Background: an optimization exercise with open tools, aiming at a short achievable clock period and few clock cycles. Do not read the settings as production practice.
Where RTL was checked, it was by simulation tests only, not by an equivalence proof against the original.
Only the layout flow was run in runs 2 to 5; the RTL was not checked for function there.
Power figures rest on the tool's default switching activity, not on a simulated workload.

<file path="flow/design.v">
module vixen_top (
    input  logic                clk,
    input  logic                rst_n,
    output logic                mem_en,
    output logic                mem_wr,
    output logic                mem_wide,
    output logic [16-1:0] mem_addr,
    output logic [16-1:0] mem_din,
    input  logic [16-1:0] mem_dout
);
    logic [15:0] rf [0:14];              
    logic        fn, fz, fc, fv;
    logic        halted;                 
    logic        jwait;                  
    logic        skipp;                  
    logic        bus_fetch;              
    logic        bus_ld;                 
    logic [3:0]  bus_rt;
    logic [15:0] fpc;                    
    logic        ret_v;                  
    logic [15:0] ret_npc;                
    logic        ldd_v;                  
    logic [3:0]  ldd_rt;
    logic        ldd_wide;
    logic [1:0]  qcnt;
    logic [15:0] q_i  [0:2];
    logic [15:0] q_npc [0:2];
    logic        e_v;
    logic [15:0] e_npc, e_imm, e_tgt;
    logic [15:0] opA, opB, opBx;         
    logic [3:0]  e_rd, e_sh, e_cond;
    logic [4:0]  e_off;
    logic        c_sum, c_movb, c_mvn, c_and, c_orr, c_eor, c_bic, c_shl, c_shr, c_imm;
    logic        c_cin_fc, c_cin_one;
    logic        c_wr, c_wnz, c_wc, c_wv;
    logic        c_ld, c_st, c_wide, c_br, c_bl, c_brd, c_pr, c_halt;
    logic        d_fq, d_v;
    logic [15:0] d_i, d_npc;
    assign d_fq  = qcnt != 2'd0;
    assign d_v   = d_fq | ret_v;
    assign d_i   = d_fq ? q_i[0] : mem_dout;
    assign d_npc = d_fq ? q_npc[0] : ret_npc;
    logic [15:0] ld_val;
    assign ld_val = ldd_wide ? mem_dout : {8'h00, mem_dout[15:8]};
    logic [4:0] d_op5;
    logic       d_alu, d_alu_ok, d_addi, d_sys, d_pr, d_nop, d_ld, d_st, d_movl, d_movh, d_br;
    logic       d_sub;
    assign d_op5 = d_i[12:8];
    assign d_alu = d_i[15:13] == 3'b000;
    always_comb begin
        case (d_op5)
            5'b00000, 5'b00001, 5'b00010, 5'b00011, 5'b00100, 5'b00101,
            5'b01100, 5'b01101, 5'b10100, 5'b10101, 5'b10110, 5'b10111,
            5'b11001, 5'b11010: d_alu_ok = 1'b1;
            default:            d_alu_ok = 1'b0;
        endcase
    end
    assign d_addi = d_i[15:13] == 3'b001 && d_i[3:0] != 4'hF;
    assign d_sys  = d_i[15:13] == 3'b001 && d_i[3:0] == 4'hF;
    assign d_pr   = d_sys && d_op5 == 5'b11111 && d_i[7:5] != 3'b111;
    assign d_nop  = d_i == 16'h3FEF;
    assign d_ld   = d_i[15:14] == 2'b01;
    assign d_st   = d_i[15:14] == 2'b10;
    assign d_movl = d_i[15:12] == 4'hC;
    assign d_movh = d_i[15:12] == 4'hD;
    assign d_br   = d_i[15:13] == 3'b111;
    assign d_sub  = d_alu && (d_op5 == 5'b00011 || d_op5 == 5'b00101 || d_op5 == 5'b01101);
    logic n_sum, n_movb, n_mvn, n_and, n_orr, n_eor, n_bic, n_shl, n_shr, n_imm;
    logic n_cin_fc, n_cin_one, n_wr, n_wnz, n_wc, n_wv, n_halt;
    always_comb begin
        n_sum = 1'b0; n_movb = 1'b0; n_mvn = 1'b0; n_and = 1'b0; n_orr = 1'b0;
        n_eor = 1'b0; n_bic = 1'b0; n_shl = 1'b0; n_shr = 1'b0; n_imm = 1'b0;
        n_cin_fc = 1'b0; n_cin_one = 1'b0;
        n_wr = 1'b0; n_wnz = 1'b0; n_wc = 1'b0; n_wv = 1'b0;
        n_halt = (d_sys && !d_pr && !d_nop) || (d_alu && !d_alu_ok);
        if (d_alu) begin
            case (d_op5)
                5'b00000: n_movb = 1'b1;
                5'b00001: n_mvn  = 1'b1;
                5'b01100, 5'b10111: n_and = 1'b1;
                5'b10100: n_orr  = 1'b1;
                5'b10101: n_eor  = 1'b1;
                5'b10110: n_bic  = 1'b1;
                5'b11001: n_shl  = 1'b1;
                5'b11010: n_shr  = 1'b1;
                default:  n_sum  = 1'b1;
            endcase
            n_cin_fc  = d_op5 == 5'b00010 || d_op5 == 5'b00011;
            n_cin_one = d_op5 == 5'b00101 || d_op5 == 5'b01101;
            if (d_alu_ok) begin
                n_wr  = !(d_op5 == 5'b01101 || d_op5 == 5'b10111);
                n_wnz = !(d_op5 == 5'b00000 || d_op5 == 5'b00001);
                n_wv  = d_op5 == 5'b00010 || d_op5 == 5'b00011 || d_op5 == 5'b00100 ||
                        d_op5 == 5'b00101 || d_op5 == 5'b01101;
                n_wc  = n_wv || d_op5 == 5'b11001 || d_op5 == 5'b11010;
            end
        end else if (d_addi) begin
            n_sum = 1'b1;
            n_wr = 1'b1; n_wnz = 1'b1; n_wc = 1'b1; n_wv = 1'b1;
        end else if (d_movl || d_movh) begin
            n_imm = 1'b1;
            n_wr  = 1'b1;
        end
    end
    logic cond_true;
    always_comb begin
        case (e_cond)
            4'h0:    cond_true = fz;
            4'h1:    cond_true = ~fz;
            4'h2:    cond_true = fc;
            4'h3:    cond_true = ~fc;
            4'h4:    cond_true = fn;
            4'h5:    cond_true = ~fn;
            4'h6:    cond_true = fv;
            4'h7:    cond_true = ~fv;
            4'h8:    cond_true = fc & ~fz;
            4'h9:    cond_true = ~fc | fz;
            4'ha:    cond_true = ~(fn ^ fv);
            4'hb:    cond_true = fn ^ fv;
            4'hc:    cond_true = ~fz & ~(fn ^ fv);
            default: cond_true = fz | (fn ^ fv);
        endcase
    end
    logic        e_cin;
    logic [15:0] ag, ap, cy;
    logic [15:0] sum;
    logic        sum_c;
    assign e_cin = (c_cin_fc & fc) | c_cin_one;
    always_comb begin
        logic [15:0] g, p;
        g = opA & opBx;
        p = opA ^ opBx;
        g[0] = g[0] | (p[0] & e_cin);
        for (int l = 0; l < 4; l++) begin
            logic [15:0] g2, p2;
            g2 = g; p2 = p;
            for (int i = 0; i < 16; i++) begin
                if ((i >> l) & 1) begin
                    int j;
                    j = ((i >> l) << l) - 1;
                    g2[i] = g[i] | (p[i] & g[j]);
                    p2[i] = p[i] & p[j];
                end
            end
            g = g2; p = p2;
        end
        ag = g;                  
        ap = opA ^ opBx;
    end
    assign cy    = {ag[14:0], e_cin};
    assign sum   = ap ^ cy;
    assign sum_c = ag[15];
    logic z_sum;
    assign z_sum = &(ap ~^ {opA[14:0] | opBx[14:0], e_cin});
    logic [15:0] shl, shr;
    logic        shl_c, shr_c;
    assign {shl_c, shl} = {1'b0, opA} << e_sh;
    assign {shr, shr_c} = {opA, 1'b0} >> e_sh;
    logic [15:0] res_o, res;
    logic        res_c, res_n, res_z, res_v;
    assign res_o = ({16{c_movb}} & opB)  | ({16{c_mvn}} & ~opB) |
                   ({16{c_and}}  & (opA & opB)) | ({16{c_orr}} & (opA | opB)) |
                   ({16{c_eor}}  & (opA ^ opB)) | ({16{c_bic}} & (opA & ~opB)) |
                   ({16{c_shl}}  & shl) | ({16{c_shr}} & shr) | ({16{c_imm}} & e_imm);
    assign res   = res_o | ({16{c_sum}} & sum);
    assign res_c = (c_sum & sum_c) | (c_shl & shl_c) | (c_shr & shr_c);
    assign res_n = res[15];
    assign res_z = c_sum ? z_sum : res_o == 16'd0;
    assign res_v = res_n ^ opA[15] ^ opBx[15] ^ res_c;
    logic e_we, e_jmp, e_ld15, e_prfalse, e_halting;
    assign e_we      = e_v && c_wr && e_rd != 4'hF;
    assign e_jmp     = e_v && c_wr && e_rd == 4'hF;
    assign e_ld15    = e_v && c_ld && e_rd == 4'hF;
    assign e_prfalse = e_v && c_pr && !cond_true;
    assign e_halting = e_v && c_halt;
    logic [15:0] ls_addr;
    assign ls_addr = opB + {11'd0, e_off};
    logic ld15_jump;
    assign ld15_jump = ldd_v && ldd_rt == 4'hF;
    logic        redirect;
    logic [15:0] tgt;
    always_comb begin
        redirect = 1'b0;
        tgt      = {ld_val[15:1], 1'b0};
        if (ld15_jump) begin
            redirect = 1'b1;
        end else if (e_v && c_br && !c_brd) begin
            redirect = 1'b1;
            tgt      = e_tgt;
        end else if (e_jmp) begin
            redirect = 1'b1;
            tgt      = {res[15:1], 1'b0};
        end
    end
    logic haz, kill, block, adv, consumed;
    assign haz = (e_v && c_ld && (d_i[3:0] == e_rd || d_i[7:4] == e_rd ||
                                  (d_br && d_i[12] && e_rd == 4'hE)))
               || (bus_ld && (d_i[3:0] == bus_rt || d_i[7:4] == bus_rt));
    assign kill     = e_prfalse || skipp;
    assign block    = redirect || e_ld15 || jwait || e_halting || halted;
    assign adv      = d_v && !kill && !haz && !block;
    assign consumed = d_v && (adv || kill);
    logic        dred;
    logic [15:0] d_tgt;
    assign dred  = adv && d_br && !(e_v && (c_ld || c_st));
    logic [15:0] tgt_f, tgt_q;
    assign tgt_f = ret_npc + {{3{mem_dout[11]}}, mem_dout[11:0], 1'b0};
    assign tgt_q = q_npc[0] + {{3{q_i[0][11]}}, q_i[0][11:0], 1'b0};
    assign d_tgt = d_fq ? tgt_q : tgt_f;
    logic [15:0] rfa_f, rfb_f, rfa_q, rfb_q, va, vb;
    logic [3:0]  fa_i, fb_i, qa_i, qb_i;
    assign fa_i = mem_dout[3:0];
    assign fb_i = mem_dout[7:4];
    assign qa_i = q_i[0][3:0];
    assign qb_i = q_i[0][7:4];
    assign rfa_f = fa_i == 4'hF ? d_npc : rf[fa_i];
    assign rfb_f = fb_i == 4'hF ? d_npc : rf[fb_i];
    assign rfa_q = qa_i == 4'hF ? d_npc : rf[qa_i];
    assign rfb_q = qb_i == 4'hF ? d_npc : rf[qb_i];
    logic fwe_a, fwe_b, fwl_a, fwl_b;
    assign fwe_a = e_we && d_i[3:0] == e_rd;
    assign fwe_b = e_we && d_i[7:4] == e_rd;
    assign fwl_a = ldd_v && d_i[3:0] == ldd_rt;
    assign fwl_b = ldd_v && d_i[7:4] == ldd_rt;
    always_comb begin
        va = d_fq ? rfa_q : rfa_f;
        vb = d_fq ? rfb_q : rfb_f;
        if (fwl_a && d_i[3:0] != 4'hF) va = ld_val;
        if (fwl_b && d_i[7:4] != 4'hF) vb = ld_val;
        if (fwe_a) va = res;
        if (fwe_b) vb = res;
    end
    logic [1:0] cnt_next;
    logic       cons_sure, fetch_ok, pop;
    assign cnt_next  = qcnt + {1'b0, ret_v} - {1'b0, consumed};
    assign cons_sure = d_v && (kill || !((e_v && c_ld) || bus_ld));
    assign fetch_ok  = ({1'b0, qcnt} + {2'b0, ret_v} + {2'b0, bus_fetch} + 3'd1 - {2'b0, cons_sure}) <= 3'd3;
    assign pop       = consumed && d_fq;
    always_ff @(posedge clk) begin
        e_npc  <= d_npc;
        e_tgt  <= d_tgt;
        e_imm  <= d_movh ? {d_i[11:4], 8'h00} : {8'h00, d_i[11:4]};
        e_rd   <= d_i[3:0];
        e_sh   <= d_i[7:4];
        e_cond <= d_i[7:4];
        e_off  <= d_i[12:8];
        opA    <= va;
        opB    <= vb;
        opBx   <= d_addi ? {{7{d_i[12]}}, d_i[12:4]} : (d_sub ? ~vb : vb);
        c_sum <= n_sum; c_movb <= n_movb; c_mvn <= n_mvn; c_and <= n_and; c_orr <= n_orr;
        c_eor <= n_eor; c_bic <= n_bic; c_shl <= n_shl; c_shr <= n_shr; c_imm <= n_imm;
        c_cin_fc <= n_cin_fc; c_cin_one <= n_cin_one;
        c_wr <= n_wr; c_wnz <= n_wnz; c_wc <= n_wc; c_wv <= n_wv;
        c_ld <= d_ld; c_st <= d_st; c_wide <= d_i[13];
        c_br <= d_br; c_bl <= d_i[12]; c_brd <= dred;
        c_pr <= d_pr; c_halt <= n_halt;
        ret_npc  <= mem_addr + 16'd2;
        ldd_rt   <= bus_rt;
        ldd_wide <= mem_wide;
        for (int i = 0; i < 3; i++) begin
            if (pop ? (i + 1 >= qcnt) : (i == qcnt)) begin
                q_i[i]  <= mem_dout;
                q_npc[i] <= ret_npc;
            end else if (pop) begin
                q_i[i]  <= q_i[i < 2 ? i + 1 : 2];
                q_npc[i] <= q_npc[i < 2 ? i + 1 : 2];
            end
        end
    end
    always_ff @(posedge clk) begin
        if (!rst_n) begin
            for (int i = 0; i < 15; i++) rf[i] <= 16'd0;
            fn <= 1'b0; fz <= 1'b0; fc <= 1'b0; fv <= 1'b0;
        end else begin
            if (ldd_v && ldd_rt != 4'hF && !(e_we && e_rd == ldd_rt))
                rf[ldd_rt] <= ld_val;
            if (e_v && c_br && c_bl)
                rf[14] <= e_npc;
            if (e_we)
                rf[e_rd] <= res;
            if (e_v && c_wnz) begin fn <= res_n; fz <= res_z; end
            if (e_v && c_wc) fc <= res_c;
            if (e_v && c_wv) fv <= res_v;
        end
    end
    always_ff @(posedge clk) begin
        if (!rst_n) begin
            halted    <= 1'b0;
            jwait     <= 1'b0;
            skipp     <= 1'b0;
            mem_en    <= 1'b1;           
            mem_wr    <= 1'b0;
            mem_wide  <= 1'b1;
            mem_addr  <= 16'h0000;
            bus_fetch <= 1'b1;
            bus_ld    <= 1'b0;
            bus_rt    <= 4'd0;
            fpc       <= 16'h0000;
            ret_v     <= 1'b0;
            ldd_v     <= 1'b0;
            qcnt      <= 2'd0;
            e_v       <= 1'b0;
        end else begin
            if (e_halting) halted <= 1'b1;
            if (redirect)
                skipp <= 1'b0;
            else if (e_prfalse && !d_v)
                skipp <= 1'b1;
            else if (skipp && d_v)
                skipp <= 1'b0;
            ret_v <= bus_fetch && !redirect && !e_ld15 && !dred;
            ldd_v <= bus_ld;
            e_v   <= adv;
            if (redirect || e_ld15 || dred)
                qcnt <= 2'd0;
            else
                qcnt <= cnt_next;
            if (e_ld15) jwait <= 1'b1;
            else if (ld15_jump) jwait <= 1'b0;
            bus_fetch <= 1'b0;
            bus_ld    <= 1'b0;
            mem_wr    <= 1'b0;
            mem_en    <= 1'b0;
            if (halted || e_halting) begin
                mem_en <= 1'b0;
            end else if (redirect) begin
                mem_en    <= 1'b1;
                mem_wide  <= 1'b1;
                mem_addr  <= tgt;
                fpc       <= tgt;
                bus_fetch <= 1'b1;
            end else if (dred) begin
                mem_en    <= 1'b1;
                mem_wide  <= 1'b1;
                mem_addr  <= d_tgt;
                fpc       <= d_tgt;
                bus_fetch <= 1'b1;
            end else if (e_v && (c_ld || c_st)) begin
                mem_en   <= 1'b1;
                mem_wr   <= c_st;
                mem_wide <= c_wide;
                mem_addr <= ls_addr;
                bus_ld   <= c_ld;
                bus_rt   <= e_rd;
            end else if (!jwait && fetch_ok) begin
                mem_en    <= 1'b1;
                mem_wide  <= 1'b1;
                mem_addr  <= fpc + 16'd2;
                fpc       <= fpc + 16'd2;
                bus_fetch <= 1'b1;
            end
        end
    end
    always_ff @(posedge clk) begin
        mem_din <= opA;
    end
endmodule
</file>
<file path="flow/constraint.sdc">
create_clock -name core_clock -period 8.0 [get_ports {clk}]
set_input_delay 1.6000 -clock core_clock [delete_from_list [all_inputs] [get_ports {clk}]]
set_output_delay 1.6000 -clock core_clock [all_outputs]
set_load 0.01 [all_outputs]
</file>
<file path="flow/run.sh">
#!/bin/bash
# synth_recipe.tcl (not shown) runs the flow's synth.tcl, then flattens the netlist and writes it again
# the make line also repeats each setting of config.mk as NAME=value (left out here)
make -C /OpenROAD-flow-scripts/flow DESIGN_CONFIG=/design/flow/config.mk WORK_HOME=/design/flow/orfs CLKGATE_MAP_FILE= SYNTH_SCRIPT=/design/flow/synth_recipe.tcl finish
</file>
<file path="flow/config.mk">
export PLATFORM = sky130hd
export DESIGN_NAME = vixen_top
export DESIGN_NICKNAME = vixen_top
export VERILOG_FILES = /design/flow/design.v
export SDC_FILE = /design/flow/constraint.sdc
export NUM_CORES = 4
export LEC_CHECK = 0
export ABC_CLOCK_PERIOD_IN_PS = 2500
export CAP_MARGIN = 20
export CORE_MARGIN = 2
export CORE_UTILIZATION = 40
export SETUP_SLACK_MARGIN = 5
export SLEW_MARGIN = 20
</file>
==> results.ini, run 1 <==
[setup_path]
cp_slowest_cell = o211ai_1
crit_path_max_fanout = 5
critical_path_arrival_ps = 4270
endpoint_kind = register
cp_slowest_stage_delay_ps = 930
path_cells = buf_12 > buf_16 > buf_12 > mux4_2 > mux4_2 > inv_4 > o22ai_4 > o211ai_1 > o21ai_1
crit_required_ps = 8460
startpoint_type = input pin
critical_path_class = input pin to register

[grt]
grt_pass1_vias = 32694
grt_pass1_wl_um = 241800
antenna_found_initial = 4
grt_use_total_pct = 34.36
grt_max_degree = 66
grt_overflow = 0

[power_and_ir_drop]
leakage_nw = 18.96
vdd_drop_max_v = 0.0002050
power_density_mw_per_mm2 = 409.1
finalPower_w = 0.02070

[timing]
min_period_over_period_pct = 47.64
final-setup-viol-count = 0
hold_viol = 0
tightest_slew_ps = 1371
whs_ps = 412.2
relSlewSlack_pct = 8.285
clock_skew_ps = 31.12
final.setup.tns_ps = 0
period_needed_ps = 3811
rsz0062_at_grt = true
fmax_mhz = 262.4
finalMaxSlewViolations = 0

[clock_tree]
numCtsBuffers = 71
path_clk_slew_ps = 60
clockBufferDepth = 3
htree_levels = 3
cts_sinks = 581
cts_tree = built
clk_latency_ps = 650
cts-root-buf = clkbuf_16

[final_layout]
layout_common_cells = edfxtp_1, mux4_2, nand2_1, dfxtp_1, o22ai_1
multi_input_area_sq_mm = 0.02431
regArea_sq_mm = 0.01526
area_growth_pct = 33.75
drive_gt1_share_pct = 38.94
final_common_cell = edfxtp_1
fillers = 7574
nets = 3794

[route]
avgRoutedWirePerCell_um = 35.23
route.vias.total = 34968
antenna_left = 0
dr.pass1.iters = 7
vias_per_cell = 7.053
drc = 0
routed_wl_um = 174700
drt-initial-drc-count = 5831

[floorplanning]
coreArea_sq_mm = 0.09347
ios = 53
die_h_um = 311.5
dieArea_sq_mm = 0.09703
start_util_pct = 40.47
rows = 112
die_w_um = 311.5

[min_path]
min_path_type = register to register

[synth]
avgSynthCellArea_sq_um = 11.33
seq_area_frac_synth_pct = 40.07
yosys_warnings = 3
synth_ff_type = edfxtp_1
synth.distinct_cells = 100
synth_edf_count = 352
syn-cell-area_sq_mm = 0.03782
ys_seq_elements = 581
async_flop_share_pct = 0
synth_cells = 3338

[place]
numPortBuffers = 52
hpwl_um = 96910
gp_congestion = 0.9687

[flow_run]
drv_cap = 0

[run_status]
status = complete, no violations

[registers in the layout (all words and copies together) (netlist names), 2 cells and up, named ones only]
register  count
rf          256
q_i          48
q_npc        48
e_imm        16
e_tgt        16
fpc          16
mem_addr     16
mem_din      16
opA          16
opB          16
opBx         16
ret_npc      16
e_npc        15
e_off         5
bus_rt        4
e_rd          4
e_sh          4
ldd_rt        4
qcnt          2
[final timing paths]
kind	end	slack (ps)	from	cells past startpoint
setup / recovery	opA[13]	4190	mem_dout[0]	9
setup reg to reg	opA[13]	4330	register	7
hold / removal	ldd_wide	410	mem_wide	0
hold reg to reg	ldd_wide	410	mem_wide	0
[report_power, final]
part | switching [W] | internal (W) | leakage [nW] | total [W]
Sequential | 0.00107 | 0.00411 | 5.51 | 0.00518
Clock | 0.00142 | 0.00202 | 1.17 | 0.00344
Combinational | 0.00664 | 0.00544 | 12.3 | 0.0121
Total | 0.00913 | 0.0116 | 19.0 | 0.0207
[cell usage after synthesis, drive strengths merged, types with 78 or more instances]
library cell,instances,area [sq um]
a21oi,137,700.7
buf,100,545.5
clkbuf,179,671.9
dfxtp,229,4584
edfxtp,352,10570
ha,120,1501
inv,147,551.8
mux2,78,994.7
mux2i,131,1319
mux4,312,7027
nand2,275,1032
nand3,83,420.4
nor2,172,650.6
o21ai,187,939.7
o22ai,258,1620
xnor2,78,683.2
[kinds of logic (layout without fill, tap and decap cells)]
group	count (synthesis)	after routing	synth area share, %
AOI/OAI and AO/OA	852	862	14.76
xor gates and xnor gates	110	110	2.547
adders and majority gates	130	130	4.499
buffers and inverters	431	756	4.727
DFF	581	581	40.07
muxes	521	523	24.69
other	1	19	0.009915
and+or+nand+nor	712	723	8.690
[final cells by class]
class                   instances  area share [%]
repair inverters                2         0.03710
well taps                    1254           3.102
clock buffers                  91           3.928
clock inverters                37          0.8138
multi-input cells            2364           48.05
diodes                          3         0.01484
inverters                     152           1.259
flip-flops and latches        581           30.17
repair buffers                474           12.63
[through the flow]
stage / std cells / instance area, sq um / utilization (%) / setup slack, ps
finish: 4958 / 50590 / 54.12 / 4189
global route: 4957 / 50580 / 54.12 / 4245
CTS: 4862 / 48430 / 51.81 / 4447
detailed placement: 4463 / 40140 / 42.95 / 2135
global placement: 4463 / 40130 / 42.93 / 2203
floorplan: 3353 / 39180 / - / 3848
[worst max-delay path, delay by kind of cell]
family	cells	cell delay, ps
compound gates	3	1150
buf+inv	4	470
mux	2	1030
[repair_timing]
action,4_1_cts,5_1_grt
endpoints found under the setup margin,822,659
gates cloned,70,6
pin swaps,163,108
hold buffers,0,0
buffers inserted,201,85
gates resized for setup,627,287
[metal layers]
metal	vias up	routed length, um	track usage (%)
li1	13747	-	-
met1	17217	60930	43.80
met2	3168	73570	49.03
met3	832	26920	13.26
met4	4	13240	21.07
met5	-	26	0
Testbench counts, summed over its fixed seeds: cycles 57,154.
==> run 2: changes to the inputs <==
--- a/flow/design.v
+++ b/flow/design.v
@@ -28,7 +28,7 @@
     logic        e_v;
     logic [15:0] e_npc, e_imm, e_tgt;
     logic [15:0] opA, opB, opBx;         
-    logic [3:0]  e_rd, e_sh, e_cond;
+    logic [3:0]  e_rd, e_sh;
     logic [4:0]  e_off;
     logic        c_sum, c_movb, c_mvn, c_and, c_orr, c_eor, c_bic, c_shl, c_shr, c_imm;
     logic        c_cin_fc, c_cin_one;
@@ -102,25 +102,13 @@
             n_wr  = 1'b1;
         end
     end
-    logic cond_true;
-    always_comb begin
-        case (e_cond)
-            4'h0:    cond_true = fz;
-            4'h1:    cond_true = ~fz;
-            4'h2:    cond_true = fc;
-            4'h3:    cond_true = ~fc;
-            4'h4:    cond_true = fn;
-            4'h5:    cond_true = ~fn;
-            4'h6:    cond_true = fv;
-            4'h7:    cond_true = ~fv;
-            4'h8:    cond_true = fc & ~fz;
-            4'h9:    cond_true = ~fc | fz;
-            4'ha:    cond_true = ~(fn ^ fv);
-            4'hb:    cond_true = fn ^ fv;
-            4'hc:    cond_true = ~fz & ~(fn ^ fv);
-            default: cond_true = fz | (fn ^ fv);
-        endcase
-    end
+    function automatic logic [13:0] conds(input logic n, input logic z, input logic c, input logic v);
+        conds = {z | (n ^ v), ~z & ~(n ^ v), n ^ v, ~(n ^ v), ~c | z, c & ~z,
+                 ~v, v, ~n, n, ~c, c, ~z, z};
+    endfunction
+    logic [13:0] cond_vec, c_csel;
+    logic        cond_true;
+    assign cond_true = |(cond_vec & c_csel);
     logic        e_cin;
     logic [15:0] ag, ap, cy;
     logic [15:0] sum;
@@ -167,6 +155,11 @@
     assign res_n = res[15];
     assign res_z = c_sum ? z_sum : res_o == 16'd0;
     assign res_v = res_n ^ opA[15] ^ opBx[15] ^ res_c;
+    logic fn_n, fz_n, fc_n, fv_n;
+    assign fn_n = e_v && c_wnz ? res_n : fn;
+    assign fz_n = e_v && c_wnz ? res_z : fz;
+    assign fc_n = e_v && c_wc  ? res_c : fc;
+    assign fv_n = e_v && c_wv  ? res_v : fv;
     logic e_we, e_jmp, e_ld15, e_prfalse, e_halting;
     assign e_we      = e_v && c_wr && e_rd != 4'hF;
     assign e_jmp     = e_v && c_wr && e_rd == 4'hF;
@@ -193,9 +186,11 @@
         end
     end
     logic haz, kill, block, adv, consumed;
-    assign haz = (e_v && c_ld && (d_i[3:0] == e_rd || d_i[7:4] == e_rd ||
-                                  (d_br && d_i[12] && e_rd == 4'hE)))
-               || (bus_ld && (d_i[3:0] == bus_rt || d_i[7:4] == bus_rt));
+    logic haz_q;
+    assign haz_q = (e_v && c_ld && (q_i[0][3:0] == e_rd || q_i[0][7:4] == e_rd ||
+                                    (q_i[0][15:12] == 4'hF && e_rd == 4'hE)))
+                 || (bus_ld && (q_i[0][3:0] == bus_rt || q_i[0][7:4] == bus_rt));
+    assign haz = d_fq ? haz_q : ((e_v && c_ld) || bus_ld);
     assign kill     = e_prfalse || skipp;
     assign block    = redirect || e_ld15 || jwait || e_halting || halted;
     assign adv      = d_v && !kill && !haz && !block;
@@ -232,9 +227,13 @@
     end
     logic [1:0] cnt_next;
     logic       cons_sure, fetch_ok, pop;
-    assign cnt_next  = qcnt + {1'b0, ret_v} - {1'b0, consumed};
+    logic [1:0] cnt_in;
+    logic [2:0] cnt_fl;
+    assign cnt_in    = qcnt + {1'b0, ret_v};                     
+    assign cnt_fl    = {1'b0, cnt_in} + {2'b0, bus_fetch};
+    assign cnt_next  = consumed ? cnt_in - 2'd1 : cnt_in;
     assign cons_sure = d_v && (kill || !((e_v && c_ld) || bus_ld));
-    assign fetch_ok  = ({1'b0, qcnt} + {2'b0, ret_v} + {2'b0, bus_fetch} + 3'd1 - {2'b0, cons_sure}) <= 3'd3;
+    assign fetch_ok  = cons_sure ? cnt_fl <= 3'd3 : cnt_fl <= 3'd2;
     assign pop       = consumed && d_fq;
     always_ff @(posedge clk) begin
         e_npc  <= d_npc;
@@ -242,7 +241,7 @@
         e_imm  <= d_movh ? {d_i[11:4], 8'h00} : {8'h00, d_i[11:4]};
         e_rd   <= d_i[3:0];
         e_sh   <= d_i[7:4];
-        e_cond <= d_i[7:4];
+        for (int k = 0; k < 14; k++) c_csel[k] <= d_i[7:4] == 4'(k);
         e_off  <= d_i[12:8];
         opA    <= va;
         opB    <= vb;
@@ -271,16 +270,16 @@
         if (!rst_n) begin
             for (int i = 0; i < 15; i++) rf[i] <= 16'd0;
             fn <= 1'b0; fz <= 1'b0; fc <= 1'b0; fv <= 1'b0;
+            cond_vec <= conds(1'b0, 1'b0, 1'b0, 1'b0);
         end else begin
+            cond_vec <= conds(fn_n, fz_n, fc_n, fv_n);
             if (ldd_v && ldd_rt != 4'hF && !(e_we && e_rd == ldd_rt))
                 rf[ldd_rt] <= ld_val;
             if (e_v && c_br && c_bl)
                 rf[14] <= e_npc;
             if (e_we)
                 rf[e_rd] <= res;
-            if (e_v && c_wnz) begin fn <= res_n; fz <= res_z; end
-            if (e_v && c_wc) fc <= res_c;
-            if (e_v && c_wv) fv <= res_v;
+            fn <= fn_n; fz <= fz_n; fc <= fc_n; fv <= fv_n;
         end
     end
     always_ff @(posedge clk) begin
--- a/flow/config.mk
+++ b/flow/config.mk
@@ -6,8 +6,8 @@
 export NUM_CORES = 4
 export LEC_CHECK = 0
 export ABC_CLOCK_PERIOD_IN_PS = 2500
-export CAP_MARGIN = 20
+export CAP_MARGIN = 30
 export CORE_MARGIN = 2
 export CORE_UTILIZATION = 40
 export SETUP_SLACK_MARGIN = 5
-export SLEW_MARGIN = 20
+export SLEW_MARGIN = 30
==> results.ini, run 2 <==
[floorplanning]
ios = 53
rows = 113
start_util_pct = 40.23
dieArea_sq_mm = 0.09761
die_h_um = 312.4
die_w_um = 312.4
coreArea_sq_mm = 0.09459

[clock_tree]
cts-root-buf = clkbuf_16
clockBufferDepth = 3
numCtsBuffers = 67
ctsHoldBuffers = 0
cts_sinks = 605
htree_levels = 3
path_clk_slew_ps = 70
clk_latency_ps = 660
cts_tree = built

[flow_run]
drv_cap = 0

[grt]
grt_use_total_pct = 34.79
grt_max_degree = 70
grt_pass1_wl_um = 242300
grt_pass1_vias = 31898
grt_overflow = 0
antenna_found_initial = 5

[synth]
synth_area_leaders = edfxtp_1, mux4_2, dfxtp_1
syn-cell-area_sq_mm = 0.03805
seq_area_frac_synth_pct = 41.09
yosysMostFrequentCell = edfxtp_1
synth_top_family_by_area = multiplexers
synthAdderAreaFrac_pct = 4.400
yosys.area_share.simple_pct = 8.707
synth_edf_count = 352
synth_compound_area_share_pct = 14.00
muxShareOfSynthArea_pct = 24.43
yosysTopAreaCellShare_pct = 27.78
synth_ff_type = edfxtp_1
synth.distinct_cells = 86
synthTopCellsByCount = edfxtp_1, mux4_2, nand2_1
async_flop_share_pct = 0
yosysTopAreaCell = edfxtp_1
synth-xor-area-share_pct = 3.084
synth_cells = 3352
avgSynthCellArea_sq_um = 11.35
yosys_warnings = 3
ys_seq_elements = 605

[place]
hpwl_um = 108500
pre_cts_ws_ps = 2718
numPortBuffers = 52
gp_congestion = 1.022

[final_layout]
regMostFlops = rf
largest_reg_flops = 256
drive_gt1_share_pct = 39.29
layout_common_cells = edfxtp_1, mux4_2, nand2_1, dfxtp_1, buf_4
nets = 3800
reg.largest.list = rf: 256 flops, q_i: 48 flops, q_npc: 48 flops
final_common_cell = edfxtp_1
area_growth_pct = 32.91

[timing]
clock_skew_ps = 32.87
setup_slack_ps = 4167
fmax_mhz = 260.9
period_needed_ps = 3833
hold_viol = 0
finalMaxSlewViolations = 0
min_period_over_period_pct = 47.91
final.setup.tns_ps = 0
rsz0062_at_grt = true
tightest_slew_ps = 1116
relSlewSlack_pct = 25.48
final-setup-viol-count = 0

[setup_path]
critical_path_class = register to register
critPathCapture = cond_vec[12]
endpoint_kind = register
reg2reg_depth = 11
crit_path_max_fanout = 12
crit_required_ps = 8540
critical_path_arrival_ps = 4370
startpoint = opA[9]
startpoint_type = register
reg2reg_slack_ps = 4170
worstReg2RegStart = opA[9]
rr_endpoint = cond_vec[12]

[power_and_ir_drop]
vdd_drop_max_v = 0.0002443
power_density_mw_per_mm2 = 400.2
leakage_nw = 19.03

[route]
antenna_left = 0
avgRoutedWirePerCell_um = 35.70
routed_wl_um = 177500
vias_per_cell = 7.026
drc = 0
drt-initial-drc-count = 5855
dr.pass1.iters = 9
route.vias.total = 34925

[min_path]
min_path_type = register to register
hp-start = bus_rt[3]

[run_status]
status = complete, no violations

## run 2: critical path: stages, from the launching register on
cell and delay [ps]:
dfxtp_4 470, inv_1 140, ha_1 420, a21oi_1 330, o21ai_1 220, nor3_2 490, a211oi_4 160, a311oi_2 590
xnor2_2 180, xnor2_4 170, or2_2 310, o2111a_1 240
## run 2: worst min path at each step
| stage | to | slack (ps) | depth (start not counted) |
|---|---|---|---|
| 6_report | ldd_rt[3] | 420 | 0 |
| 5_1_grt | ldd_rt[0] | 420 | 0 |
| 4_1_cts | ldd_rt[0] | 410 | 0 |
| 3_5_place_dp | ldd_rt[0] | 400 | 0 |
| 3_3_place_gp | ldd_rt[0] | 400 | 0 |
| 2_1_floorplan | ldd_rt[0] | 380 | 0 |
## run 2: where the power goes
part | leakage [nW] | internal, W | switching [W] | total, W
Clock | 1.09 | 0.00183 | 0.00141 | 0.00324
Sequential | 5.70 | 0.00419 | 0.00113 | 0.00532
Combinational | 12.2 | 0.00521 | 0.00647 | 0.0117
## run 2: area by class of cell
type | count | area [sq um]
diodes | 3 | 7.507
repair buffers | 480 | 6230
clock buffers | 83 | 1827
fillers | 7779 | 44010
multi-input cells | 2358 | 24180
clock inverters | 36 | 399.1
well taps | 1265 | 1583
inverters | 140 | 591.8
repair inverters | 1 | 6.256
flip-flops and latches | 605 | 15750
## run 2: repair_timing
action                     4_1_cts  5_1_grt
buffers inserted               226       79
cloned                          42       10
pin swaps                      181      112
setup endpoints to repair      828      561
resized for setup              657      189
## run 2: through the flow
step / util, % / std cells / instance area [sq um] / hold WS, ps / power (W)
after floorplan: - / 3367 / 39260 / 384.0 / 0.01025
after global placement: 42.84 / 4482 / 40520 / 397.3 / 0.01316
after detailed placement: 43.01 / 4491 / 40680 / 399.1 / 0.01330
after CTS: 51.53 / 4878 / 48740 / 408.1 / 0.01881
after global routing: 53.46 / 4969 / 50570 / 424.5 / 0.02066
final: 53.47 / 4971 / 50570 / 417.8 / 0.02024
## run 2: layer usage
metal / part of all wire [%] / global-route usage [%] / vias to the layer above
met5: 0.21 / 0.7253 / -
met1: 35 / 44.62 / 17235
met2: 41 / 48.56 / 3178
li1: - / - / 13695
met3: 16 / 13.96 / 801
met4: 8.7 / 22.19 / 16
## run 2: logic make-up after synthesis
kind of cell | Yosys count
simple gates | 715
compound gates | 818
other cells | 1
flops | 605
mux | 534
xor+xnor | 134
buf+inv | 416
fa+ha+maj | 129
==> run 3: changes to the inputs <==
--- a/flow/design.v
+++ b/flow/design.v
@@ -13,6 +13,10 @@
     logic        halted;                 
     logic        jwait;                  
     logic        skipp;                  
+    logic        jpend;                  
+    logic        wb_v;                   
+    logic [3:0]  wb_rd;
+    logic [15:0] wb_val;                 
     logic        bus_fetch;              
     logic        bus_ld;                 
     logic [3:0]  bus_rt;
@@ -164,6 +168,10 @@
     assign e_we      = e_v && c_wr && e_rd != 4'hF;
     assign e_jmp     = e_v && c_wr && e_rd == 4'hF;
     assign e_ld15    = e_v && c_ld && e_rd == 4'hF;
+    logic e_jfast, e_jslow, e_hold;
+    assign e_jfast   = e_jmp && (c_movb || c_imm);
+    assign e_jslow   = e_jmp && !(c_movb || c_imm);
+    assign e_hold    = e_ld15 || e_jslow;
     assign e_prfalse = e_v && c_pr && !cond_true;
     assign e_halting = e_v && c_halt;
     logic [15:0] ls_addr;
@@ -177,12 +185,15 @@
         tgt      = {ld_val[15:1], 1'b0};
         if (ld15_jump) begin
             redirect = 1'b1;
+        end else if (jpend) begin
+            redirect = 1'b1;
+            tgt      = {wb_val[15:1], 1'b0};
         end else if (e_v && c_br && !c_brd) begin
             redirect = 1'b1;
             tgt      = e_tgt;
-        end else if (e_jmp) begin
+        end else if (e_jfast) begin
             redirect = 1'b1;
-            tgt      = {res[15:1], 1'b0};
+            tgt      = c_imm ? {e_imm[15:1], 1'b0} : {opB[15:1], 1'b0};
         end
     end
     logic haz, kill, block, adv, consumed;
@@ -192,7 +203,7 @@
                  || (bus_ld && (q_i[0][3:0] == bus_rt || q_i[0][7:4] == bus_rt));
     assign haz = d_fq ? haz_q : ((e_v && c_ld) || bus_ld);
     assign kill     = e_prfalse || skipp;
-    assign block    = redirect || e_ld15 || jwait || e_halting || halted;
+    assign block    = redirect || e_hold || jwait || e_halting || halted;
     assign adv      = d_v && !kill && !haz && !block;
     assign consumed = d_v && (adv || kill);
     logic        dred;
@@ -212,18 +223,25 @@
     assign rfb_f = fb_i == 4'hF ? d_npc : rf[fb_i];
     assign rfa_q = qa_i == 4'hF ? d_npc : rf[qa_i];
     assign rfb_q = qb_i == 4'hF ? d_npc : rf[qb_i];
-    logic fwe_a, fwe_b, fwl_a, fwl_b;
-    assign fwe_a = e_we && d_i[3:0] == e_rd;
-    assign fwe_b = e_we && d_i[7:4] == e_rd;
-    assign fwl_a = ldd_v && d_i[3:0] == ldd_rt;
-    assign fwl_b = ldd_v && d_i[7:4] == ldd_rt;
+    function automatic logic [2:0] hits(input logic [3:0] k);
+        hits = {e_we && k == e_rd, wb_v && k == wb_rd, ldd_v && k == ldd_rt && k != 4'hF};
+    endfunction
+    logic [2:0] h_fa, h_fb, h_qa, h_qb, h_a, h_b;
+    assign h_fa = hits(fa_i);
+    assign h_fb = hits(fb_i);
+    assign h_qa = hits(qa_i);
+    assign h_qb = hits(qb_i);
+    assign h_a  = d_fq ? h_qa : h_fa;
+    assign h_b  = d_fq ? h_qb : h_fb;
     always_comb begin
         va = d_fq ? rfa_q : rfa_f;
         vb = d_fq ? rfb_q : rfb_f;
-        if (fwl_a && d_i[3:0] != 4'hF) va = ld_val;
-        if (fwl_b && d_i[7:4] != 4'hF) vb = ld_val;
-        if (fwe_a) va = res;
-        if (fwe_b) vb = res;
+        if (h_a[0]) va = ld_val;
+        if (h_b[0]) vb = ld_val;
+        if (h_a[1]) va = wb_val;
+        if (h_b[1]) vb = wb_val;
+        if (h_a[2]) va = res;
+        if (h_b[2]) vb = res;
     end
     logic [1:0] cnt_next;
     logic       cons_sure, fetch_ok, pop;
@@ -237,6 +255,8 @@
     assign pop       = consumed && d_fq;
     always_ff @(posedge clk) begin
         e_npc  <= d_npc;
+        wb_val <= res;
+        wb_rd  <= e_rd;
         e_tgt  <= d_tgt;
         e_imm  <= d_movh ? {d_i[11:4], 8'h00} : {8'h00, d_i[11:4]};
         e_rd   <= d_i[3:0];
@@ -273,12 +293,12 @@
             cond_vec <= conds(1'b0, 1'b0, 1'b0, 1'b0);
         end else begin
             cond_vec <= conds(fn_n, fz_n, fc_n, fv_n);
-            if (ldd_v && ldd_rt != 4'hF && !(e_we && e_rd == ldd_rt))
+            if (ldd_v && ldd_rt != 4'hF)
                 rf[ldd_rt] <= ld_val;
+            if (wb_v)
+                rf[wb_rd] <= wb_val;
             if (e_v && c_br && c_bl)
                 rf[14] <= e_npc;
-            if (e_we)
-                rf[e_rd] <= res;
             fn <= fn_n; fz <= fz_n; fc <= fc_n; fv <= fv_n;
         end
     end
@@ -299,6 +319,8 @@
             ldd_v     <= 1'b0;
             qcnt      <= 2'd0;
             e_v       <= 1'b0;
+            wb_v      <= 1'b0;
+            jpend     <= 1'b0;
         end else begin
             if (e_halting) halted <= 1'b1;
             if (redirect)
@@ -307,10 +329,12 @@
                 skipp <= 1'b1;
             else if (skipp && d_v)
                 skipp <= 1'b0;
-            ret_v <= bus_fetch && !redirect && !e_ld15 && !dred;
+            ret_v <= bus_fetch && !redirect && !e_hold && !dred;
             ldd_v <= bus_ld;
             e_v   <= adv;
-            if (redirect || e_ld15 || dred)
+            wb_v  <= e_we;
+            jpend <= e_jslow;
+            if (redirect || e_hold || dred)
                 qcnt <= 2'd0;
             else
                 qcnt <= cnt_next;
@@ -341,7 +365,7 @@
                 mem_addr <= ls_addr;
                 bus_ld   <= c_ld;
                 bus_rt   <= e_rd;
-            end else if (!jwait && fetch_ok) begin
+            end else if (!jwait && !e_jslow && fetch_ok) begin
                 mem_en    <= 1'b1;
                 mem_wide  <= 1'b1;
                 mem_addr  <= fpc + 16'd2;
==> results.ini, run 3 <==
[run_status]
status = complete, no violations

[synth]
yosys_warnings = 3
yosysMostFrequentCell = nand2_1
async_flop_share_pct = 0
synth_cells = 3780
seq_area_frac_synth_pct = 39.75
ys_seq_elements = 627
yosysTopAreaCellShare_pct = 26.14
synth_ff_type = edfxtp_1
synthTopCellsByCount = nand2_1, o21ai_0, edfxtp_1
avgSynthCellArea_sq_um = 10.70
syn-cell-area_sq_mm = 0.04044
yosysTopAreaCell = edfxtp_1
synth_area_leaders = edfxtp_1, mux4_2, dfxtp_1
synth_edf_count = 352
synth.distinct_cells = 99

[timing]
tightest_slew_ps = 1066
rsz0062_at_grt = true
final.setup.tns_ps = 0
relSlewSlack_pct = 28.84
hold_viol = 0
clock_skew_ps = 36.55
fmax_mhz = 285.9
final-setup-viol-count = 0
period_needed_ps = 3498
finalMaxSlewViolations = 0
whs_ps = 370.1
min_period_over_period_pct = 43.72

[floorplanning]
ios = 53
die_h_um = 322.0
dieArea_sq_mm = 0.1037
coreArea_sq_mm = 0.1001
rows = 116
die_w_um = 322.0
start_util_pct = 40.38

[route]
drt-initial-drc-count = 6217
avgRoutedWirePerCell_um = 33.30
vias_per_cell = 6.825
routed_wl_um = 177000
drc = 0
route.vias.total = 36267
dr.pass1.iters = 7
antenna_left = 0

[final_layout]
design_area_sq_mm = 0.05042
reg.largest.list = rf: 256 flops, q_i: 48 flops, q_npc: 48 flops
drive_gt1_share_pct = 32.26
regMostFlops = rf
fin_util_pct = 50.35
nets = 4104
layout_common_cells = nand2_1, edfxtp_1, mux4_2, o21ai_0, buf_4
area_growth_pct = 24.69
largest_reg_flops = 256
final_common_cell = nand2_1

[setup_path]
cp_slowest_stage_delay_ps = 480
crit_path_max_fanout = 10
critical_path_class = input pin to register
startpoint_type = input pin
reg2reg_depth = 9
endpoint_kind = register
critical_path_arrival_ps = 4010
path_cells = buf_16 > buf_16 > buf_12 > nand2b_4 > buf_12 > o22a_1 > mux4_2 > o21ai_2 > o211ai_1 > and3_1 > a211o_1 > nor3_2 > a211oi_2
crit_required_ps = 8510
cp_slowest_cell = mux4_2

[min_path]
min_path_type = register to register
hold_depth = 0

[grt]
grt_pass1_wl_um = 245400
grt_max_degree = 54
grt_overflow = 0
grt_use_total_pct = 33.06
antenna_found_initial = 7
grt_pass1_vias = 33561

[clock_tree]
path_clk_slew_ps = 60
cts-root-buf = clkbuf_16
ctsHoldBuffers = 0
clockBufferDepth = 3
cts_tree = built
numCtsBuffers = 72
cts_sinks = 627
clk_latency_ps = 670
htree_levels = 3

[power_and_ir_drop]
pwr-share-comb_pct = 50.9
pwr-share-seq_pct = 29.5
internal_power_w = 0.01098
p_sw_w = 0.008112
power_density_mw_per_mm2 = 378.6
clkPwrFrac_pct = 19.6
leakage_nw = 18.65
vdd_drop_max_v = 0.0002112
p_sw_share_pct = 42.49

[place]
gp_congestion = 0.9623
numPortBuffers = 52
placed_area_sq_mm = 0.04240
hpwl_um = 107300

[flow_run]
drv_cap = 0

[run 3: what timing repair did]
| item | 4_1_cts | 5_1_grt |
|---|---|---|
| setup endpoints to repair | 794 | 385 |
| cloned | 24 | 5 |
| setup buffers | 153 | 102 |
| resized for setup | 484 | 216 |
| pin swaps | 103 | 130 |
[run 3: worst max-delay path: cells and delay by family]
family / cells / cell delay, ps
AO/OA/AOI/OAI: 5 / 800
buffers and inverters: 4 / 580
AND/OR/NAND/NOR: 3 / 550
multiplexers: 1 / 480
[run 3: cell type report]
| type | count | area, sq um |
|---|---|---|
| fillers | 8692 | 49720 |
| multi-input cells | 2728 | 24660 |
| flip-flops and latches | 627 | 16220 |
| repair buffers | 425 | 4885 |
| clock buffers | 89 | 1959 |
| well taps | 1298 | 1624 |
| clock inverters | 42 | 653.1 |
| inverters | 102 | 410.4 |
| repair inverters | 1 | 8.758 |
| diodes | 2 | 5.005 |
[run 3: power groups by stage]
| stage | sequential, W | clock, W | combinational [W] |
|---|---|---|---|
| floorplan | 0.00479 | 0 | 0.00568 |
| CTS | 0.00556 | 0.00374 | 0.00862 |
| global route | 0.00565 | 0.00386 | 0.0101 |
| detailed placement | 0.00574 | 0 | 0.00732 |
| global placement | 0.00574 | 0 | 0.00726 |
| finish | 0.00563 | 0.00374 | 0.00972 |
[run 3: logic make-up (layout without fill, tap and decap cells)]
kind of cell / Yosys count / count (layout) / share of synthesized area (%)
buffers and inverters: 428 / 659 / 4.437
multiplexers: 552 / 552 / 23.47
adder cells (fa/ha/maj): 129 / 129 / 4.140
flip-flops: 627 / 627 / 39.75
AO/OA/AOI/OAI: 931 / 933 / 14.16
XOR/XNOR: 141 / 141 / 3.054
other: 0 / 2 / 0
AND/OR/NAND/NOR: 972 / 973 / 10.99
[run 3: path summary, 6_finish.rpt]
| check | from | to | slack (ps) |
|---|---|---|---|
| max | mem_dout[4] | opBx[10] | 4500 |
| min reg2reg | mem_wide | ldd_wide | 370 |
| min | mem_wide | ldd_wide | 370 |
| max reg2reg | register | opBx[1] | 4620 |
[run 3: through the flow]
stage | setup slack [ps] | power (W) | instances
floorplan | 4114 | 0.01047 | 3780
global placement | 2668 | 0.01300 | 4895
detailed placement | 2596 | 0.01306 | 4896
CTS | 4604 | 0.01792 | 5204
global route | 4485 | 0.01963 | 5312
finish | 4502 | 0.01909 | 5314
[run 3: per-layer routing]
layer  wire (um)  GRT usage [%]  part of all wire (%)  vias to the layer above
met5          59              0                 0.033                        -
met4       14650          22.83                   8.3                       10
met3       26160          11.97                    15                      784
met2       72740          46.73                    41                     3098
met1       63360          41.97                    36                    17697
li1            -              -                     -                    14678
==> run 4: changes to the inputs <==
--- a/flow/design.v
+++ b/flow/design.v
@@ -14,6 +14,8 @@
     logic        jwait;                  
     logic        skipp;                  
     logic        jpend;                  
+    logic        st_v;                   
+    logic [15:0] st_addr, st_data;
     logic        wb_v;                   
     logic [3:0]  wb_rd;
     logic [15:0] wb_val;                 
@@ -164,18 +166,20 @@
     assign fz_n = e_v && c_wnz ? res_z : fz;
     assign fc_n = e_v && c_wc  ? res_c : fc;
     assign fv_n = e_v && c_wv  ? res_v : fv;
+    logic [15:0] ls_addr;
+    assign ls_addr = opB + {11'd0, e_off};
     logic e_we, e_jmp, e_ld15, e_prfalse, e_halting;
     assign e_we      = e_v && c_wr && e_rd != 4'hF;
     assign e_jmp     = e_v && c_wr && e_rd == 4'hF;
-    assign e_ld15    = e_v && c_ld && e_rd == 4'hF;
+    logic e_ldfwd;
+    assign e_ldfwd   = e_v && c_ld && e_rd == 4'hF && c_wide && st_v && ls_addr == st_addr;
+    assign e_ld15    = e_v && c_ld && e_rd == 4'hF && !e_ldfwd;
     logic e_jfast, e_jslow, e_hold;
     assign e_jfast   = e_jmp && (c_movb || c_imm);
     assign e_jslow   = e_jmp && !(c_movb || c_imm);
     assign e_hold    = e_ld15 || e_jslow;
     assign e_prfalse = e_v && c_pr && !cond_true;
     assign e_halting = e_v && c_halt;
-    logic [15:0] ls_addr;
-    assign ls_addr = opB + {11'd0, e_off};
     logic ld15_jump;
     assign ld15_jump = ldd_v && ldd_rt == 4'hF;
     logic        redirect;
@@ -191,7 +195,10 @@
         end else if (e_v && c_br && !c_brd) begin
             redirect = 1'b1;
             tgt      = e_tgt;
-        end else if (e_jfast) begin
+        end else if (e_ldfwd) begin
+            redirect = 1'b1;
+            tgt      = {st_data[15:1], 1'b0};
+        end else if (e_jfast && !c_brd) begin
             redirect = 1'b1;
             tgt      = c_imm ? {e_imm[15:1], 1'b0} : {opB[15:1], 1'b0};
         end
@@ -208,7 +215,10 @@
     assign consumed = d_v && (adv || kill);
     logic        dred;
     logic [15:0] d_tgt;
-    assign dred  = adv && d_br && !(e_v && (c_ld || c_st));
+    logic d_ret, r14_busy;
+    assign d_ret    = d_i == 16'h00EF;
+    assign r14_busy = (e_we && e_rd == 4'hE) || (wb_v && wb_rd == 4'hE) || (ldd_v && ldd_rt == 4'hE);
+    assign dred  = adv && (d_br || (d_ret && !r14_busy)) && !(e_v && (c_ld || c_st));
     logic [15:0] tgt_f, tgt_q;
     assign tgt_f = ret_npc + {{3{mem_dout[11]}}, mem_dout[11:0], 1'b0};
     assign tgt_q = q_npc[0] + {{3{q_i[0][11]}}, q_i[0][11:0], 1'b0};
@@ -321,6 +331,7 @@
             e_v       <= 1'b0;
             wb_v      <= 1'b0;
             jpend     <= 1'b0;
+            st_v      <= 1'b0;
         end else begin
             if (e_halting) halted <= 1'b1;
             if (redirect)
@@ -334,6 +345,11 @@
             e_v   <= adv;
             wb_v  <= e_we;
             jpend <= e_jslow;
+            if (e_v && c_st) begin
+                st_v    <= c_wide;
+                st_addr <= ls_addr;
+                st_data <= opA;
+            end
             if (redirect || e_hold || dred)
                 qcnt <= 2'd0;
             else
@@ -355,8 +371,8 @@
             end else if (dred) begin
                 mem_en    <= 1'b1;
                 mem_wide  <= 1'b1;
-                mem_addr  <= d_tgt;
-                fpc       <= d_tgt;
+                mem_addr  <= d_br ? d_tgt : {rf[14][15:1], 1'b0};
+                fpc       <= d_br ? d_tgt : {rf[14][15:1], 1'b0};
                 bus_fetch <= 1'b1;
             end else if (e_v && (c_ld || c_st)) begin
                 mem_en   <= 1'b1;
==> results.ini, run 4 <==
[min_path]
hold_depth = 0
hold-path-endpoint = ldd_wide
min_path_type = register to register
hp-start = mem_wide

[grt]
grt_pass1_wl_um = 265700
grt_overflow = 0
antenna_found_initial = 7
grt_use_total_pct = 33.97
grt_max_degree = 53
grt_pass1_vias = 36493

[power_and_ir_drop]
finalPower_w = 0.02089
power_density_mw_per_mm2 = 380.8
vdd_drop_max_v = 0.0002416
pwr-share-seq_pct = 28.4
p_sw_w = 0.009245
leakage_nw = 20.62
internal_power_w = 0.01165
p_sw_share_pct = 44.25
clkPwrFrac_pct = 18.6
pwr-share-comb_pct = 52.9

[synth]
avgSynthCellArea_sq_um = 10.37
synth_ff_type = edfxtp_1
muxShareOfSynthArea_pct = 22.41
yosysMostFrequentCell = nand2_1
synthTopCellsByCount = nand2_1, o21ai_0, edfxtp_1
synth-xor-area-share_pct = 3.467
ys_seq_elements = 659
seq_area_frac_synth_pct = 39.85
syn-cell-area_sq_mm = 0.04273
synth_area_leaders = edfxtp_1, mux4_2, dfxtp_1
synth_top_family_by_area = multiplexers
async_flop_share_pct = 0
yosysTopAreaCell = edfxtp_1
synth_edf_count = 383
synth_compound_area_share_pct = 13.66
yosysTopAreaCellShare_pct = 26.92
yosys_warnings = 3
synthAdderAreaFrac_pct = 3.918
synth.distinct_cells = 94
synth_cells = 4122
yosys.area_share.simple_pct = 12.23

[run_status]
status = complete, no violations

[final_layout]
regMostFlops = rf
largest_reg_flops = 256
reg.largest.list = rf: 256 flops, q_i: 48 flops, q_npc: 48 flops
layout_common_cells = nand2_1, edfxtp_1, mux4_2, buf_4, o21ai_0
design_area_sq_mm = 0.05486
drive_gt1_share_pct = 33.28
nets = 4476
final_common_cell = nand2_1
fin_util_pct = 51.96
area_growth_pct = 28.38

[floorplanning]
coreArea_sq_mm = 0.1056
dieArea_sq_mm = 0.1095
rows = 119
start_util_pct = 40.48
die_h_um = 330.8
ios = 53
die_w_um = 330.8

[setup_path]
worst_path_most_repeated_cell = buf_6
cp_slowest_cell = or4_4
crit_path_max_fanout = 7
crit_required_ps = 8410
startpoint_type = register
endpoint_kind = register
path_buf_inv = 4
reg2reg_slack_ps = 3720
path_cells = ha_4 > inv_2 > fa_2 > nand2b_4 > a21oi_4 > buf_6 > o21ai_4 > nand3b_1 > o211ai_1 > or4_4 > nor4b_4 > o31ai_2 > buf_6 > or2_4 > buf_12 > nand2_8 > mux2_4
critical_path_class = register to register
worstReg2RegStart = e_off[0]
cp_slowest_stage_delay_ps = 520
rr_endpoint = q_i[0][13]
reg2reg_depth = 17
critical_path_arrival_ps = 4680
critPathTopFamily = simple AND/OR/NAND/NOR gates

[route]
drt-initial-drc-count = 6673
routed_wl_um = 192400
route.vias.total = 39245
dr.pass1.iters = 8
antenna_left = 0
avgRoutedWirePerCell_um = 33.25
drc = 0
vias_per_cell = 6.783

[clock_tree]
clockBufferDepth = 3
cts_tree = built
ctsHoldBuffers = 0
numCtsBuffers = 76
htree_levels = 3
path_clk_slew_ps = 60
cts_sinks = 659
cts-root-buf = clkbuf_16
clk_latency_ps = 680

[timing]
fmax_mhz = 233.8
final.setup.tns_ps = 0
hold_viol = 0
final-setup-viol-count = 0
period_needed_ps = 4276
clock_skew_ps = 35.78
min_period_over_period_pct = 53.45
finalMaxSlewViolations = 0
tightest_slew_ps = 1109
rsz0062_at_grt = true
setup_slack_ps = 3724
relSlewSlack_pct = 25.96

[flow_run]
drv_cap = 0

[place]
hpwl_um = 117700
pre_cts_ws_ps = 2179
numPortBuffers = 52
placed_area_sq_mm = 0.04538
gp_congestion = 0.9917

[run 4: logic make-up (layout without fill, tap and decap cells)]
group | count (synthesis) | after routing
AND/OR/NAND/NOR | 1164 | 1175
XOR/XNOR | 166 | 166
other | 0 | 5
flip-flops | 659 | 659
adder cells (fa/ha/maj) | 129 | 129
buffers and inverters | 476 | 727
multiplexers | 568 | 570
AO/OA/AOI/OAI | 960 | 964
[run 4: worst max path at each step]
stage,from,cells after the start,to
after floorplan,opB[0],17,q_i[0][12]
after global placement,mem_dout[9],11,mem_addr[2]
after detailed placement,mem_dout[9],12,fpc[7]
after CTS,opB[0],16,q_i[0][11]
after global routing,e_off[0],17,q_i[0][11]
final,e_off[0],17,q_i[0][13]
[run 4: metal layers]
metal	share of wire (%)	vias up	track usage [%]	routed length [um]
li1	-	15930	-	-
met1	37	19150	46.26	71750
met2	40	3391	46.86	77470
met3	15	766	11.67	29690
met4	6.9	8	19.14	13260
met5	0.11	-	0	204
[run 4: final cells by class]
class	instances	area (sq um)
antenna	5	12.51
clock buffer	96	2092
clock inverter	43	624.3
fill	8890	50710
inverter	120	484.2
multi-input combinational	3004	27280
sequential	659	17140
tap	1391	1740
timing repair buffer	468	5485
[run 4: timing repair]
| action | in CTS | in global routing |
|---|---|---|
| pin swaps | 151 | 125 |
| gates cloned | 41 | 7 |
| endpoints found under the setup margin | 842 | 393 |
| buffers inserted | 187 | 96 |
| gates resized for setup | 565 | 236 |
[run 4: power groups by stage]
stage / Clock [W] / Sequential [W] / Combinational (W)
after floorplan: 0 / 0.00503 / 0.00642
after global placement: 0 / 0.00591 / 0.00845
after detailed placement: 0 / 0.00590 / 0.00848
after CTS: 0.00389 / 0.00584 / 0.00998
after global routing: 0.00402 / 0.00595 / 0.0115
final: 0.00389 / 0.00594 / 0.0111
[run 4: stage by stage]
stage / hold WS [ps] / cells
final: 384.5 / 5786
after global routing: 386.7 / 5782
after CTS: 381.8 / 5676
after detailed placement: 372.1 / 5309
after global placement: 376.0 / 5303
after floorplan: 325.8 / 4122
==> run 5: changes to the inputs <==
--- a/flow/design.v
+++ b/flow/design.v
@@ -243,6 +243,15 @@
     assign h_qb = hits(qb_i);
     assign h_a  = d_fq ? h_qa : h_fa;
     assign h_b  = d_fq ? h_qb : h_fb;
+    logic [15:0] vbx, vbx_early, subm;
+    assign subm = {16{d_sub}};
+    always_comb begin
+        vbx_early = (d_fq ? rfb_q : rfb_f) ^ subm;
+        if (h_b[0]) vbx_early = ld_val ^ subm;
+        if (h_b[1]) vbx_early = wb_val ^ subm;
+        if (d_addi) vbx_early = {{7{d_i[12]}}, d_i[12:4]};
+        vbx = (h_b[2] && !d_addi) ? (d_sub ? ~res : res) : vbx_early;
+    end
     always_comb begin
         va = d_fq ? rfa_q : rfa_f;
         vb = d_fq ? rfb_q : rfb_f;
@@ -263,6 +272,36 @@
     assign cons_sure = d_v && (kill || !((e_v && c_ld) || bus_ld));
     assign fetch_ok  = cons_sure ? cnt_fl <= 3'd3 : cnt_fl <= 3'd2;
     assign pop       = consumed && d_fq;
+    logic        n_en, n_bwr, n_wide, n_fetch, n_ld, use_tf;
+    logic [3:0]  n_rt;
+    logic [15:0] n_addr, n_fpc;
+    always_comb begin
+        n_en    = 1'b0;
+        n_bwr   = 1'b0;
+        n_wide  = mem_wide;
+        n_fetch = 1'b0;
+        n_ld    = 1'b0;
+        n_rt    = bus_rt;
+        n_addr  = mem_addr;
+        n_fpc   = fpc;
+        if (halted || e_halting) begin
+            n_en = 1'b0;
+        end else if (redirect) begin
+            n_en = 1'b1; n_wide = 1'b1; n_fetch = 1'b1;
+            n_addr = tgt; n_fpc = tgt;
+        end else if (dred) begin
+            n_en = 1'b1; n_wide = 1'b1; n_fetch = 1'b1;
+            n_addr = d_br ? tgt_q : {rf[14][15:1], 1'b0};
+            n_fpc  = n_addr;
+        end else if (e_v && (c_ld || c_st)) begin
+            n_en = 1'b1; n_bwr = c_st; n_wide = c_wide; n_ld = c_ld; n_rt = e_rd;
+            n_addr = ls_addr;
+        end else if (!jwait && !e_jslow && fetch_ok) begin
+            n_en = 1'b1; n_wide = 1'b1; n_fetch = 1'b1;
+            n_addr = fpc + 16'd2; n_fpc = n_addr;
+        end
+    end
+    assign use_tf = !(halted || e_halting) && !redirect && dred && d_br && !d_fq;
     always_ff @(posedge clk) begin
         e_npc  <= d_npc;
         wb_val <= res;
@@ -275,7 +314,7 @@
         e_off  <= d_i[12:8];
         opA    <= va;
         opB    <= vb;
-        opBx   <= d_addi ? {{7{d_i[12]}}, d_i[12:4]} : (d_sub ? ~vb : vb);
+        opBx   <= vbx;
         c_sum <= n_sum; c_movb <= n_movb; c_mvn <= n_mvn; c_and <= n_and; c_orr <= n_orr;
         c_eor <= n_eor; c_bic <= n_bic; c_shl <= n_shl; c_shr <= n_shr; c_imm <= n_imm;
         c_cin_fc <= n_cin_fc; c_cin_one <= n_cin_one;
@@ -356,38 +395,14 @@
                 qcnt <= cnt_next;
             if (e_ld15) jwait <= 1'b1;
             else if (ld15_jump) jwait <= 1'b0;
-            bus_fetch <= 1'b0;
-            bus_ld    <= 1'b0;
-            mem_wr    <= 1'b0;
-            mem_en    <= 1'b0;
-            if (halted || e_halting) begin
-                mem_en <= 1'b0;
-            end else if (redirect) begin
-                mem_en    <= 1'b1;
-                mem_wide  <= 1'b1;
-                mem_addr  <= tgt;
-                fpc       <= tgt;
-                bus_fetch <= 1'b1;
-            end else if (dred) begin
-                mem_en    <= 1'b1;
-                mem_wide  <= 1'b1;
-                mem_addr  <= d_br ? d_tgt : {rf[14][15:1], 1'b0};
-                fpc       <= d_br ? d_tgt : {rf[14][15:1], 1'b0};
-                bus_fetch <= 1'b1;
-            end else if (e_v && (c_ld || c_st)) begin
-                mem_en   <= 1'b1;
-                mem_wr   <= c_st;
-                mem_wide <= c_wide;
-                mem_addr <= ls_addr;
-                bus_ld   <= c_ld;
-                bus_rt   <= e_rd;
-            end else if (!jwait && !e_jslow && fetch_ok) begin
-                mem_en    <= 1'b1;
-                mem_wide  <= 1'b1;
-                mem_addr  <= fpc + 16'd2;
-                fpc       <= fpc + 16'd2;
-                bus_fetch <= 1'b1;
-            end
+            bus_fetch <= n_fetch;
+            bus_ld    <= n_ld;
+            bus_rt    <= n_rt;
+            mem_wr    <= n_bwr;
+            mem_en    <= n_en;
+            mem_wide  <= n_wide;
+            mem_addr  <= use_tf ? tgt_f : n_addr;
+            fpc       <= use_tf ? tgt_f : n_fpc;
         end
     end
     always_ff @(posedge clk) begin
==> results.ini, run 5 <==
[synth]
yosys_warnings = 3
synth.distinct_cells = 92
avgSynthCellArea_sq_um = 10.41
synth_area_leaders = edfxtp_1, mux4_2, dfxtp_1
async_flop_share_pct = 0
yosysTopAreaCell = edfxtp_1
seq_area_frac_synth_pct = 40.21
synth_edf_count = 383
yosysMostFrequentCell = nand2_1
yosysTopAreaCellShare_pct = 27.16
ys_seq_elements = 659
synth_cells = 4068
synth_ff_type = edfxtp_1
syn-cell-area_sq_mm = 0.04234
synthTopCellsByCount = nand2_1, o21ai_0, edfxtp_1

[timing]
tightest_slew_ps = 1084
finalMaxSlewViolations = 0
final-setup-viol-count = 0
relSlewSlack_pct = 27.63
period_needed_ps = 4015
clock_skew_ps = 41.72
whs_ps = 401.0
min_period_over_period_pct = 50.19
setup_slack_ps = 3985
rsz0062_at_grt = true
hold_viol = 0
fmax_mhz = 249.1
final.setup.tns_ps = 0

[power_and_ir_drop]
leakage_nw = 20.32
p_sw_share_pct = 44.57
pwr-share-comb_pct = 53.6
clkPwrFrac_pct = 17.5
internal_power_w = 0.01141
vdd_drop_max_v = 0.0002481
power_density_mw_per_mm2 = 380.7
pwr-share-seq_pct = 28.9
p_sw_w = 0.009177

[route]
routed_wl_um = 193500
avgRoutedWirePerCell_um = 33.65
route.vias.total = 38609
antenna_left = 0
drc = 0
dr.pass1.iters = 8
vias_per_cell = 6.715
drt-initial-drc-count = 6246

[place]
hpwl_um = 117700
pre_cts_ws_ps = 1822
gp_congestion = 1.007
numPortBuffers = 52

[final_layout]
layout_common_cells = nand2_1, edfxtp_1, mux4_2, o21ai_0, buf_4
nets = 4443
area_growth_pct = 27.72
largest_reg_flops = 256
regMostFlops = rf
drive_gt1_share_pct = 33.60
reg.largest.list = rf: 256 flops, q_i: 48 flops, q_npc: 48 flops
fillers = 9099
final_common_cell = nand2_1

[floorplanning]
start_util_pct = 40.28
ios = 53
rows = 119
die_w_um = 329.3
die_h_um = 329.3
dieArea_sq_mm = 0.1085
coreArea_sq_mm = 0.1051

[setup_path]
critical_path_class = register to register
endpoint_kind = register
worstReg2RegStart = opB[0]
critical_path_arrival_ps = 4440
crit_required_ps = 8430
startpoint = opB[0]
startpoint_type = register
crit_path_max_fanout = 8

[grt]
grt_pass1_wl_um = 270100
antenna_found_initial = 9
grt_pass1_vias = 35710
grt_overflow = 0
grt_max_degree = 76
grt_use_total_pct = 34.83

[flow_run]
drv_cap = 0

[clock_tree]
cts_tree = built
cts_sinks = 659
cts-root-buf = clkbuf_16
numCtsBuffers = 76
clk_latency_ps = 690
clockBufferDepth = 3
htree_levels = 3
ctsHoldBuffers = 0
path_clk_slew_ps = 60

[min_path]
min_path_type = register to register
hp-start = mem_addr[0]

[run_status]
status = complete, no violations

run 5: power by group through the flow:
stage,logic (W),registers (W),clock network [W]
2_1_floorplan,0.00610,0.00504,0
3_3_place_gp,0.00812,0.00602,0
3_5_place_dp,0.00816,0.00602,0
4_1_cts,0.0101,0.00585,0.00361
5_1_grt,0.0115,0.00596,0.00373
6_report,0.0110,0.00595,0.00361
run 5: path summary, 6_finish.rpt:
kind / end / slack, ps / cells after the start
worst min register to register: ret_npc[0] / 400 / 0
worst min-delay path: ret_npc[0] / 400 / 0
worst max-delay path: q_npc[1][1] / 3990 / 14
worst max register to register: q_npc[1][1] / 3990 / 14
run 5: final cells by class:
cell class,instances,area (sq um),area share [%]
Antenna cell,5,12.51,0.02314
Clock buffer,99,2091,3.866
Clock inverter,37,397.9,0.7358
Inverter,123,514.2,0.9509
Multi-Input combinational cell,2956,26430,48.87
Sequential cell,659,17160,31.73
Tap cell,1391,1740,3.218
Timing Repair Buffer,480,5733,10.60
run 5: cell families (layout without fill, tap and decap cells):
logic type | Yosys count | in the layout | synth area share, %
and+or+nand+nor | 1124 | 1133 | 11.80
AOI/OAI and AO/OA | 951 | 953 | 13.46
DFF | 659 | 659 | 40.21
muxes | 568 | 571 | 22.58
buffers and inverters | 467 | 739 | 4.377
xor gates and xnor gates | 170 | 170 | 3.614
adders and majority gates | 129 | 129 | 3.954
other | 0 | 5 | 0
run 5: routing by layer:
layer	part of all wire, %	routed length (um)	vias up	track usage, %
met3	13	25280	898	11.53
met5	0.045	87	-	0
met4	9.1	17580	8	23.95
li1	-	-	15653	-
met1	35	67720	18869	42.74
met2	43	82830	3181	51.94
run 5: critical path, cell delays in order (launching register included):
cell and delay [ps]:
dfxtp_4 380, ha_4 140, inv_2 30, fa_2 570, xnor2_1 80, nor2_1 140, nand4_1 170, or3_4 380
nor4_4 320, nand4_4 180, and2_4 210, a21oi_4 250, nor2_4 120, mux2_4 440, mux2_4 350
run 5: repair_timing:
item | CTS | global route
resized for setup | 637 | 186
pin swaps | 167 | 149
gates cloned | 40 | 4
setup buffers | 230 | 79
setup endpoints to repair | 848 | 379
run 5: stage by stage:
step	total power (W)	cell area, sq um	std cells	util, %
after floorplan	0.01114	43630	4068	-
after global placement	0.01413	44570	5251	42.40
after detailed placement	0.01418	44680	5255	42.50
after CTS	0.01952	52450	5661	49.89
after global routing	0.02120	54060	5745	51.43
final	0.02059	54080	5750	51.44

[static timing again, ports no longer ideal]
Ports are ideal in the flow. The routed layouts listed here were re-timed in OpenROAD.
Step 1 sets driving cells, clkbuf_16 on the clock port and buf_2 on the other inputs (assumed; they add their load-dependent delay and slew).
Step 2 times the ports against the registers' clock, not the clock port: input delays grow and output delays shrink by t, the midpoint of the rising clock arrivals with the driver on.
Slacks: ideal / step 1 / step 2; pairs: ideal / step 1.
run | t, ns | setup slack, ns | clock arrival spread, ns
run 1 | 0.701 | 4.189 / 3.991 / 3.290 | 0.031 / 0.031
run 2 | 0.712 | 4.167 / 4.167 / 3.632 | 0.037 / 0.037
run 3 | 0.730 | 4.502 / 4.310 / 3.580 | 0.037 / 0.038
run 4 | 0.732 | 3.724 / 3.724 / 3.308 | 0.039 / 0.039
run 5 | 0.736 | 3.985 / 3.985 / 3.334 | 0.044 / 0.043
After both steps every run listed still meets setup and hold. For run 3, which loses most, drivers alone change the setup slack by -0.192 ns; drivers and shift together by -0.922 ns.
